What follows belongs to an exercise in optimizing a design on an open flow for small area, a short achievable clock period and few clock cycles; a production flow would make more cautious choices.
The RTL was checked by simulation tests, not by an equivalence proof against the original design.
Power and IR drop assume default switching activity.

===== design.v =====
package cnn_axi_pkg;
  typedef enum logic [2:0] {
    IDLE,
    CHECK,
    RD_ADDR,
    RD_DATA,
    WR_ADDR,
    WR_DATA,
    WR_RESP,
    DONE
  } state_e;
  localparam logic [1:0] RESP_OKAY     = 2'b00;
  localparam logic [1:0] BURST_INCR    = 2'b01;
  localparam logic [3:0] CACHE_DEFAULT = 4'b0011;
  localparam logic [2:0] SIZE_16B      = 3'b100;
  localparam int unsigned BOUNDARY_4K  = 4096;
  function automatic logic crosses_4k(
    input logic [11:0] lo,
    input logic [12:0] bytes
  );
    logic [13:0] sum;
    sum = {2'b00, lo} + {1'b0, bytes};
    crosses_4k = (sum > 14'(BOUNDARY_4K));
  endfunction
endpackage
module cnn_beat_buffer #(
  parameter int DEPTH = 16,
  parameter int DW    = 128,
  parameter int AW    = 4
) (
  input  logic          clk_i,
  input  logic          we_i,
  input  logic [AW-1:0] waddr_i,
  input  logic [DW-1:0] wdata_i,
  input  logic [AW-1:0] raddr_i,
  output logic [DW-1:0] rdata_o
);
  logic [DW-1:0] mem_q [DEPTH];
  always_ff @(posedge clk_i) begin
    if (we_i) mem_q[waddr_i] <= wdata_i;
  end
  assign rdata_o = mem_q[raddr_i];
endmodule
module cnn_axi_burst_master #(
  parameter int C_M_AXI_ID_WIDTH   = 12,
  parameter int C_M_AXI_ADDR_WIDTH = 64,
  parameter int C_M_AXI_DATA_WIDTH = 128,
  parameter int BURST_LEN          = 16,
  parameter int ID_VALUE           = 0
) (
  input  logic                            M_AXI_ACLK,
  input  logic                            M_AXI_ARESETN,
  input  logic                            INIT_AXI_TXN,
  input  logic [C_M_AXI_ADDR_WIDTH-1:0]   input_Addr_Offset,
  input  logic [C_M_AXI_ADDR_WIDTH-1:0]   output_Addr_Offset,
  output logic                            TXN_DONE,
  output logic                            ERROR,
  output logic [C_M_AXI_ID_WIDTH-1:0]     M_AXI_ARID,
  output logic [C_M_AXI_ADDR_WIDTH-1:0]   M_AXI_ARADDR,
  output logic [7:0]                      M_AXI_ARLEN,
  output logic [2:0]                      M_AXI_ARSIZE,
  output logic [1:0]                      M_AXI_ARBURST,
  output logic                            M_AXI_ARLOCK,
  output logic [3:0]                      M_AXI_ARCACHE,
  output logic [2:0]                      M_AXI_ARPROT,
  output logic [3:0]                      M_AXI_ARQOS,
  output logic                            M_AXI_ARVALID,
  input  logic                            M_AXI_ARREADY,
  input  logic [C_M_AXI_ID_WIDTH-1:0]     M_AXI_RID,
  input  logic [C_M_AXI_DATA_WIDTH-1:0]   M_AXI_RDATA,
  input  logic [1:0]                      M_AXI_RRESP,
  input  logic                            M_AXI_RLAST,
  input  logic                            M_AXI_RVALID,
  output logic                            M_AXI_RREADY,
  output logic [C_M_AXI_ID_WIDTH-1:0]     M_AXI_AWID,
  output logic [C_M_AXI_ADDR_WIDTH-1:0]   M_AXI_AWADDR,
  output logic [7:0]                      M_AXI_AWLEN,
  output logic [2:0]                      M_AXI_AWSIZE,
  output logic [1:0]                      M_AXI_AWBURST,
  output logic                            M_AXI_AWLOCK,
  output logic [3:0]                      M_AXI_AWCACHE,
  output logic [2:0]                      M_AXI_AWPROT,
  output logic [3:0]                      M_AXI_AWQOS,
  output logic                            M_AXI_AWVALID,
  input  logic                            M_AXI_AWREADY,
  output logic [C_M_AXI_DATA_WIDTH-1:0]   M_AXI_WDATA,
  output logic [C_M_AXI_DATA_WIDTH/8-1:0] M_AXI_WSTRB,
  output logic                            M_AXI_WLAST,
  output logic                            M_AXI_WVALID,
  input  logic                            M_AXI_WREADY,
  input  logic [C_M_AXI_ID_WIDTH-1:0]     M_AXI_BID,
  input  logic [1:0]                      M_AXI_BRESP,
  input  logic                            M_AXI_BVALID,
  output logic                            M_AXI_BREADY
);
  localparam int AW = (BURST_LEN > 1) ? $clog2(BURST_LEN) : 1;
  localparam int PW = AW + 1;
  localparam logic [PW-1:0] LAST_BEAT = PW'(BURST_LEN - 1);
  localparam logic [12:0] BURST_BYTES =
    13'(BURST_LEN * (C_M_AXI_DATA_WIDTH / 8));
  cnn_axi_pkg::state_e state_q, state_d;
  logic [C_M_AXI_ADDR_WIDTH-1:0] in_addr_q, in_addr_d;
  logic [C_M_AXI_ADDR_WIDTH-1:0] out_addr_q, out_addr_d;
  logic [PW-1:0] wr_ptr_q, wr_ptr_d;
  logic [PW-1:0] rd_ptr_q, rd_ptr_d;
  logic error_q, error_d;
  logic arvalid_q, arvalid_d;
  logic r_hs, w_hs;
  logic bad_in, bad_out;
  logic [C_M_AXI_DATA_WIDTH-1:0] buf_rdata;
  logic unused_ids;
  assign unused_ids = ^{M_AXI_RID, M_AXI_BID};
  assign bad_in  = cnn_axi_pkg::crosses_4k(in_addr_q[11:0], BURST_BYTES)
                 | (in_addr_q[3:0] != 4'd0);
  assign bad_out = cnn_axi_pkg::crosses_4k(out_addr_q[11:0], BURST_BYTES)
                 | (out_addr_q[3:0] != 4'd0);
  assign M_AXI_RREADY  = (state_q == cnn_axi_pkg::RD_DATA);
  assign M_AXI_AWVALID = (state_q == cnn_axi_pkg::WR_ADDR);
  assign M_AXI_WVALID  = (state_q == cnn_axi_pkg::WR_DATA);
  assign M_AXI_BREADY  = (state_q == cnn_axi_pkg::WR_RESP);
  assign TXN_DONE      = (state_q == cnn_axi_pkg::DONE);
  assign M_AXI_ARVALID = arvalid_q;
  assign ERROR         = error_q;
  assign r_hs = M_AXI_RREADY & M_AXI_RVALID;
  assign w_hs = M_AXI_WVALID & M_AXI_WREADY;
  assign M_AXI_ARID    = C_M_AXI_ID_WIDTH'(ID_VALUE);
  assign M_AXI_ARADDR  = in_addr_q;
  assign M_AXI_ARLEN   = 8'(BURST_LEN - 1);
  assign M_AXI_ARSIZE  = cnn_axi_pkg::SIZE_16B;
  assign M_AXI_ARBURST = cnn_axi_pkg::BURST_INCR;
  assign M_AXI_ARLOCK  = 1'b0;
  assign M_AXI_ARCACHE = cnn_axi_pkg::CACHE_DEFAULT;
  assign M_AXI_ARPROT  = 3'b000;
  assign M_AXI_ARQOS   = 4'd0;
  assign M_AXI_AWID    = C_M_AXI_ID_WIDTH'(ID_VALUE);
  assign M_AXI_AWADDR  = out_addr_q;
  assign M_AXI_AWLEN   = 8'(BURST_LEN - 1);
  assign M_AXI_AWSIZE  = cnn_axi_pkg::SIZE_16B;
  assign M_AXI_AWBURST = cnn_axi_pkg::BURST_INCR;
  assign M_AXI_AWLOCK  = 1'b0;
  assign M_AXI_AWCACHE = cnn_axi_pkg::CACHE_DEFAULT;
  assign M_AXI_AWPROT  = 3'b000;
  assign M_AXI_AWQOS   = 4'd0;
  assign M_AXI_WDATA = buf_rdata;
  assign M_AXI_WSTRB = '1;
  assign M_AXI_WLAST = (state_q == cnn_axi_pkg::WR_DATA) && (rd_ptr_q == LAST_BEAT);
  cnn_beat_buffer #(
    .DEPTH (BURST_LEN),
    .DW    (C_M_AXI_DATA_WIDTH),
    .AW    (AW)
  ) u_buf (
    .clk_i   (M_AXI_ACLK),
    .we_i    (r_hs),
    .waddr_i (wr_ptr_q[AW-1:0]),
    .wdata_i (M_AXI_RDATA),
    .raddr_i (rd_ptr_q[AW-1:0]),
    .rdata_o (buf_rdata)
  );
  always_comb begin
    state_d    = state_q;
    in_addr_d  = in_addr_q;
    out_addr_d = out_addr_q;
    wr_ptr_d   = wr_ptr_q;
    rd_ptr_d   = rd_ptr_q;
    error_d    = error_q;
    arvalid_d  = 1'b0;
    unique case (state_q)
      cnn_axi_pkg::IDLE: begin
        if (INIT_AXI_TXN) begin
          state_d    = cnn_axi_pkg::CHECK;
          in_addr_d  = input_Addr_Offset;
          out_addr_d = output_Addr_Offset;
          wr_ptr_d   = '0;
          rd_ptr_d   = '0;
          error_d    = 1'b0;
        end
      end
      cnn_axi_pkg::CHECK: begin
        if (bad_in || bad_out) begin
          error_d = 1'b1;
          state_d = cnn_axi_pkg::DONE;
        end else begin
          state_d = cnn_axi_pkg::RD_ADDR;
        end
      end
      cnn_axi_pkg::RD_ADDR: begin
        arvalid_d = 1'b1;
        if (arvalid_q && M_AXI_ARREADY) begin
          arvalid_d = 1'b0;
          state_d   = cnn_axi_pkg::RD_DATA;
        end
      end
      cnn_axi_pkg::RD_DATA: begin
        if (r_hs) begin
          wr_ptr_d = wr_ptr_q + 1'b1;
          if (M_AXI_RRESP != cnn_axi_pkg::RESP_OKAY) error_d = 1'b1;
          if (wr_ptr_q == LAST_BEAT) begin
            if (!M_AXI_RLAST) error_d = 1'b1;
            state_d = cnn_axi_pkg::WR_ADDR;
          end else if (M_AXI_RLAST) begin
            error_d = 1'b1;
          end
        end
      end
      cnn_axi_pkg::WR_ADDR: begin
        if (M_AXI_AWREADY) state_d = cnn_axi_pkg::WR_DATA;
      end
      cnn_axi_pkg::WR_DATA: begin
        if (w_hs) begin
          rd_ptr_d = rd_ptr_q + 1'b1;
          if (rd_ptr_q == LAST_BEAT) state_d = cnn_axi_pkg::WR_RESP;
        end
      end
      cnn_axi_pkg::WR_RESP: begin
        if (M_AXI_BVALID) begin
          if (M_AXI_BRESP != cnn_axi_pkg::RESP_OKAY) error_d = 1'b1;
          state_d = cnn_axi_pkg::DONE;
        end
      end
      cnn_axi_pkg::DONE: state_d = cnn_axi_pkg::IDLE;
      default: state_d = cnn_axi_pkg::IDLE;
    endcase
  end
  always_ff @(posedge M_AXI_ACLK or negedge M_AXI_ARESETN) begin
    if (!M_AXI_ARESETN) begin
      state_q    <= cnn_axi_pkg::IDLE;
      in_addr_q  <= '0;
      out_addr_q <= '0;
      wr_ptr_q   <= '0;
      rd_ptr_q   <= '0;
      error_q    <= 1'b0;
      arvalid_q  <= 1'b0;
    end else begin
      state_q    <= state_d;
      in_addr_q  <= in_addr_d;
      out_addr_q <= out_addr_d;
      wr_ptr_q   <= wr_ptr_d;
      rd_ptr_q   <= rd_ptr_d;
      error_q    <= error_d;
      arvalid_q  <= arvalid_d;
    end
  end
endmodule

===== run.sh =====
#!/bin/bash
# synth_recipe.tcl (not shown) runs the flow's synth.tcl, then flattens the netlist and writes it again
# the make line also repeats each setting of config.mk as NAME=value (left out here)
make -C /OpenROAD-flow-scripts/flow DESIGN_CONFIG=/design/flow/config.mk WORK_HOME=/design/flow/orfs CLKGATE_MAP_FILE= SYNTH_SCRIPT=/design/flow/synth_recipe.tcl finish

===== config.mk =====
export PLATFORM = sky130hd
export DESIGN_NAME = cnn_axi_burst_master
export DESIGN_NICKNAME = cnn_axi_burst_master
export VERILOG_FILES = /design/flow/design.v
export SDC_FILE = /design/flow/constraint.sdc
export NUM_CORES = 4
export LEC_CHECK = 0
export CAP_MARGIN = 20
export CORE_MARGIN = 2
export CORE_UTILIZATION = 40
export SLEW_MARGIN = 20

===== constraint.sdc =====
create_clock -name core_clock -period 5.5 [get_ports {M_AXI_ACLK}]
set_input_delay 1.1000 -clock core_clock [delete_from_list [all_inputs] [get_ports {M_AXI_ACLK}]]
set_output_delay 1.1000 -clock core_clock [all_outputs]
set_load 0.01 [all_outputs]

==> insert_results.sql <==
INSERT INTO impl_metrics (metric_group, metric, value, unit) VALUES
('floorplanning', 'design.portCount', '647', ''),
('timing', 'setup_repair_after_global_routing_missed_its_margin', 'false', ''),
('cts', 'h-tree-depth', '4', ''),
('hold_path', 'hp-class', 'input port to asynchronous set/reset pin', ''),
('cts', 'clkSinkCount', '2191', ''),
('synth', 'yosys_register_bits', '2191', ''),
('drt', 'vias_per_cell', '5.486', ''),
('critical_path', 'kind_of_launch_point_of_the_worst_setup_path', 'flop', ''),
('placement', 'port_buffers', '532', ''),
('critical_path', 'critical-path-max-stage-delay', '0.80', 'ns'),
('placement', 'place_area', '0.09152', 'mm²'),
('timing', 'fmaxAchievable', '201.8', 'MHz'),
('critical_path', 'timing.critical_path.slowest_stage_cell', 'sky130_fd_sc_hd__dfrtp_4', ''),
('timing', 'layout_worst_path_cycle_share', '90.10', '%'),
('global_routing', 'grt_pass1_wl', '295.1', 'mm'),
('cts', 'cts_resized', '0', ''),
('synth', 'syn_inst', '3621', ''),
('timing', 'report.final.hold_viol_count', '0', ''),
('power_and_ir_drop', 'power.internal', '0.03378', 'W'),
('synth', 'synth_compound_gate_area_share', '2.155', '%'),
('timing', 'worst_clock_skew', '0.04709', 'ns'),
('drt', 'drtPass1Iterations', '7', ''),
('drt', 'route.antenna.remaining_nets', '0', ''),
('critical_path', 'cp.arrival', '3.86', 'ns'),
('timing', 'timing.max_slew.rel_slack', '27.60', '%'),
('global_routing', 'groute.usage.overall', '19.53', '%'),
('synth', 'synth_top_family_by_area', 'multiplexers', ''),
('timing', 'worstMarginPinSlew', '1.086', 'ns'),
('drt', 'drt_first_iter_violations', '3291', ''),
('cells_and_area', 'finish.instance_area', '0.09862', 'mm²'),
('synth', 'synthesis.area', '0.08256', 'mm²'),
('power_and_ir_drop', 'standby_leakage_power', '30.69', 'nW'),
('synth', 'yosysSeqAreaShare', '78.83', '%'),
('power_and_ir_drop', 'power.sequential.fraction', '41.4', '%'),
('critical_path', 'cp_cell_sequence', 'buf_4 > mux4_2 > o22ai_1 > nor2_1 > clkdlybuf4s50_1', ''),
('synth', 'synth.yosys.warnings', '2', ''),
('timing', 'period_needed', '4.955', 'ns'),
('cells_and_area', 'instances_no_fill', '7163', ''),
('drt', 'drc', '0', ''),
('critical_path', 'crit_family', 'buffers and inverters', ''),
('placement', 'place.gp.congestion', '0.8784', ''),
('cts', 'clk_latency', '0.85', 'ns'),
('power_and_ir_drop', 'ir_worst_vdd', '0.3162', 'mV'),
('critical_path', 'worstSetupPathType', 'flop to output pin', ''),
('cts', 'cts-root-to-sink-buffers', '3', ''),
('power_and_ir_drop', 'switching_power_as_a_share_of_total_power', '28.89', '%'),
('drt', 'drt-wirelength-per-cell', '28.99', 'µm'),
('cells_and_area', 'post-route-util', '48.15', '%'),
('run_status', 'run_status', 'timing/DRC/antenna clean', ''),
('cts', 'path_clk_slew', '0.06', 'ns'),
('floorplanning', 'die_y', '458.3', 'µm'),
('cells_and_area', 'layout.nets', '4580', ''),
('power_and_ir_drop', 'power.density', '481.7', 'mW/mm²'),
('power_and_ir_drop', 'p_switching', '0.01372', 'W'),
('critical_path', 'path_max_fanout', '45', ''),
('synth', 'postSynth.asyncResetShare', '6.527', '%'),
('cts', 'cts_hold_buffers', '0', ''),
('timing', 'final_number_of_max_transition_violations', '0', ''),
('drt', 'route.final.wire_length', '207.7', 'mm'),
('drt', 'vias', '39290', ''),
('power_and_ir_drop', 'combPwrFrac', '27.7', '%'),
('floorplanning', 'floorplan.rows', '166', ''),
('global_routing', 'largest_net_degree_at_the_start_of_global_routing', '111', ''),
('cts', 'root_buffer', 'sky130_fd_sc_hd__clkbuf_16', ''),
('synth', 'synthAdderAreaFrac', '0.1061', '%'),
('synth', 'synth_mux_area_share', '15.74', '%'),
('synth', 'postSynth.topFlopCell', 'sky130_fd_sc_hd__edfxtp_1', ''),
('job', 'cap_viol_max_count', '0', ''),
('floorplanning', 'fp.coreArea', '0.2048', 'mm²'),
('cells_and_area', 'layout.cells.most_common_list', 'sky130_fd_sc_hd__edfxtp_1 (2048), sky130_fd_sc_hd__clkdlybuf4s50_1 (531), sky130_fd_sc_hd__mux4_2 (513)', ''),
('cells_and_area', 'final_common_cell', 'sky130_fd_sc_hd__edfxtp_1', '');
-- per-layer routing --
layer | track usage, % | vias to the layer above | wire, µm | part of all wire [%]
li1 | - | 16450 | - | -
met4 | 5.225 | 12 | 4874 | 2.3
met1 | 26.94 | 21480 | 89880 | 43
met3 | 2.836 | 294 | 9158 | 4.4
met2 | 32.64 | 1060 | 103700 | 50
met5 | 0 | - | 78 | 0.038
-- final cells by class --
| class | count | area, µm² |
|---|---|---|
| inverters | 9 | 33.78 |
| repair buffers | 634 | 6780 |
| well taps | 2688 | 3363 |
| fillers | 16580 | 106200 |
| multi-input cells | 1225 | 16250 |
| clock inverters | 133 | 1351 |
| clock buffers | 272 | 5722 |
| diodes | 11 | 27.53 |
| flip-flops and latches | 2191 | 65090 |
-- cell families after synthesis --
kind of cell    count (synthesis)
flops                        2191
buf+inv                       293
simple gates                  200
mux                           641
xor+xnor                        6
fa+ha+maj                       7
compound gates                281
other cells                     2
-- Yosys cell counts (all sizes together) (4+ instances only) --
cell type	number	area share (%)
edfxtp	2048	74
mux4	513	14
o22ai	257	1.9
buf	207	1.7
nor2	152	0.69
dfrtp	143	4.3
mux2	128	1.7
clkbuf	77	0.35
nand2	14	0.064
inv	9	0.041
ha	7	0.11
xnor2	6	0.064
a211oi	5	0.045
and3	5	0.038
nor3	5	0.030
nor4	5	0.038
nand2b	4	0.030
nand3	4	0.024
o21ai	4	0.024
-- power groups by stage --
| stage | Sequential, W | Clock (W) | Combinational, W |
|---|---|---|---|
| floorplan | 0.0199 | 0 | 0.00703 |
| global placement | 0.0200 | 0 | 0.0135 |
| detailed placement | 0.0200 | 0 | 0.0135 |
| CTS | 0.0197 | 0.0150 | 0.0135 |
| global route | 0.0197 | 0.0157 | 0.0140 |
| finish | 0.0197 | 0.0147 | 0.0132 |
-- metrics by stage --
step	setup slack (ns)	power [W]	setup TNS (ns)	hold WS, ns
4_1_cts	0.3526	0.04821	0	0.08166
2_1_floorplan	-2.014	0.02695	-3847.32	0.4432
3_5_place_dp	1.321	0.03348	0	0.4704
3_3_place_gp	1.338	0.03343	0	0.4659
6_report	0.5446	0.04750	0	0.1545
5_1_grt	0.3628	0.04935	0	0.1224
-- worst paths after layout --
check                                                 to  cells after the start  slack (ns)                    start
max                                      M_AXI_WDATA[61]                      5        0.54  rd_ptr_q[1]$_DFFE_PN0P_
min                            in_addr_q[59]$_DFFE_PN0P_                      1        0.15            M_AXI_ARESETN
max reg2reg                u_buf.mem_q[0][127]$_DFFE_PP_                      5        2.09   state_q[1]$_DFFE_PN0P_
min reg2reg                      rd_ptr_q[4]$_DFFE_PN0P_                      2        0.48  rd_ptr_q[4]$_DFFE_PN0P_
max in group asynchronous     out_addr_q[23]$_DFFE_PN0P_                      2        4.16            M_AXI_ARESETN
min in group core_clock          rd_ptr_q[4]$_DFFE_PN0P_                      2        0.48  rd_ptr_q[4]$_DFFE_PN0P_
-- sequential cells by signal (all words and copies together), names as in the netlist --
register and flops:
u_buf.mem_q 2048, in_addr_q 64, out_addr_q 64, rd_ptr_q 5
wr_ptr_q 5, state_q 3, arvalid_q 1, error_q 1
Testbench counts, summed over its fixed seeds: cycles 16,188.

==> separate check: timing with driven ports <==
In the flow no input, the clock included, has a driving cell. The finished layout below was timed again as built, in two steps. Step 1 sets driving cells, clkbuf_16 on the clock port and buf_2 on the other inputs (assumed; they add their load-dependent delay and slew). Step 2, shift: input delay + t, output delay - t, t = (earliest + latest rising clock arrival at the registers) / 2. This alone moves slack from input paths to output paths. Three values: ideal ports, drivers, drivers and shift; two values: the first two.
t, ns: 0.923
setup slack, ns: 0.545 / 0.457 / 1.380
slew at the worst register clock pin (ns): 0.07 / 0.07
worst data-port slew with drivers (ns): 0.19
After both steps this run still meets setup and hold. The setup slack of this run moves by -0.088 ns with the drivers and by +0.835 ns with both steps.
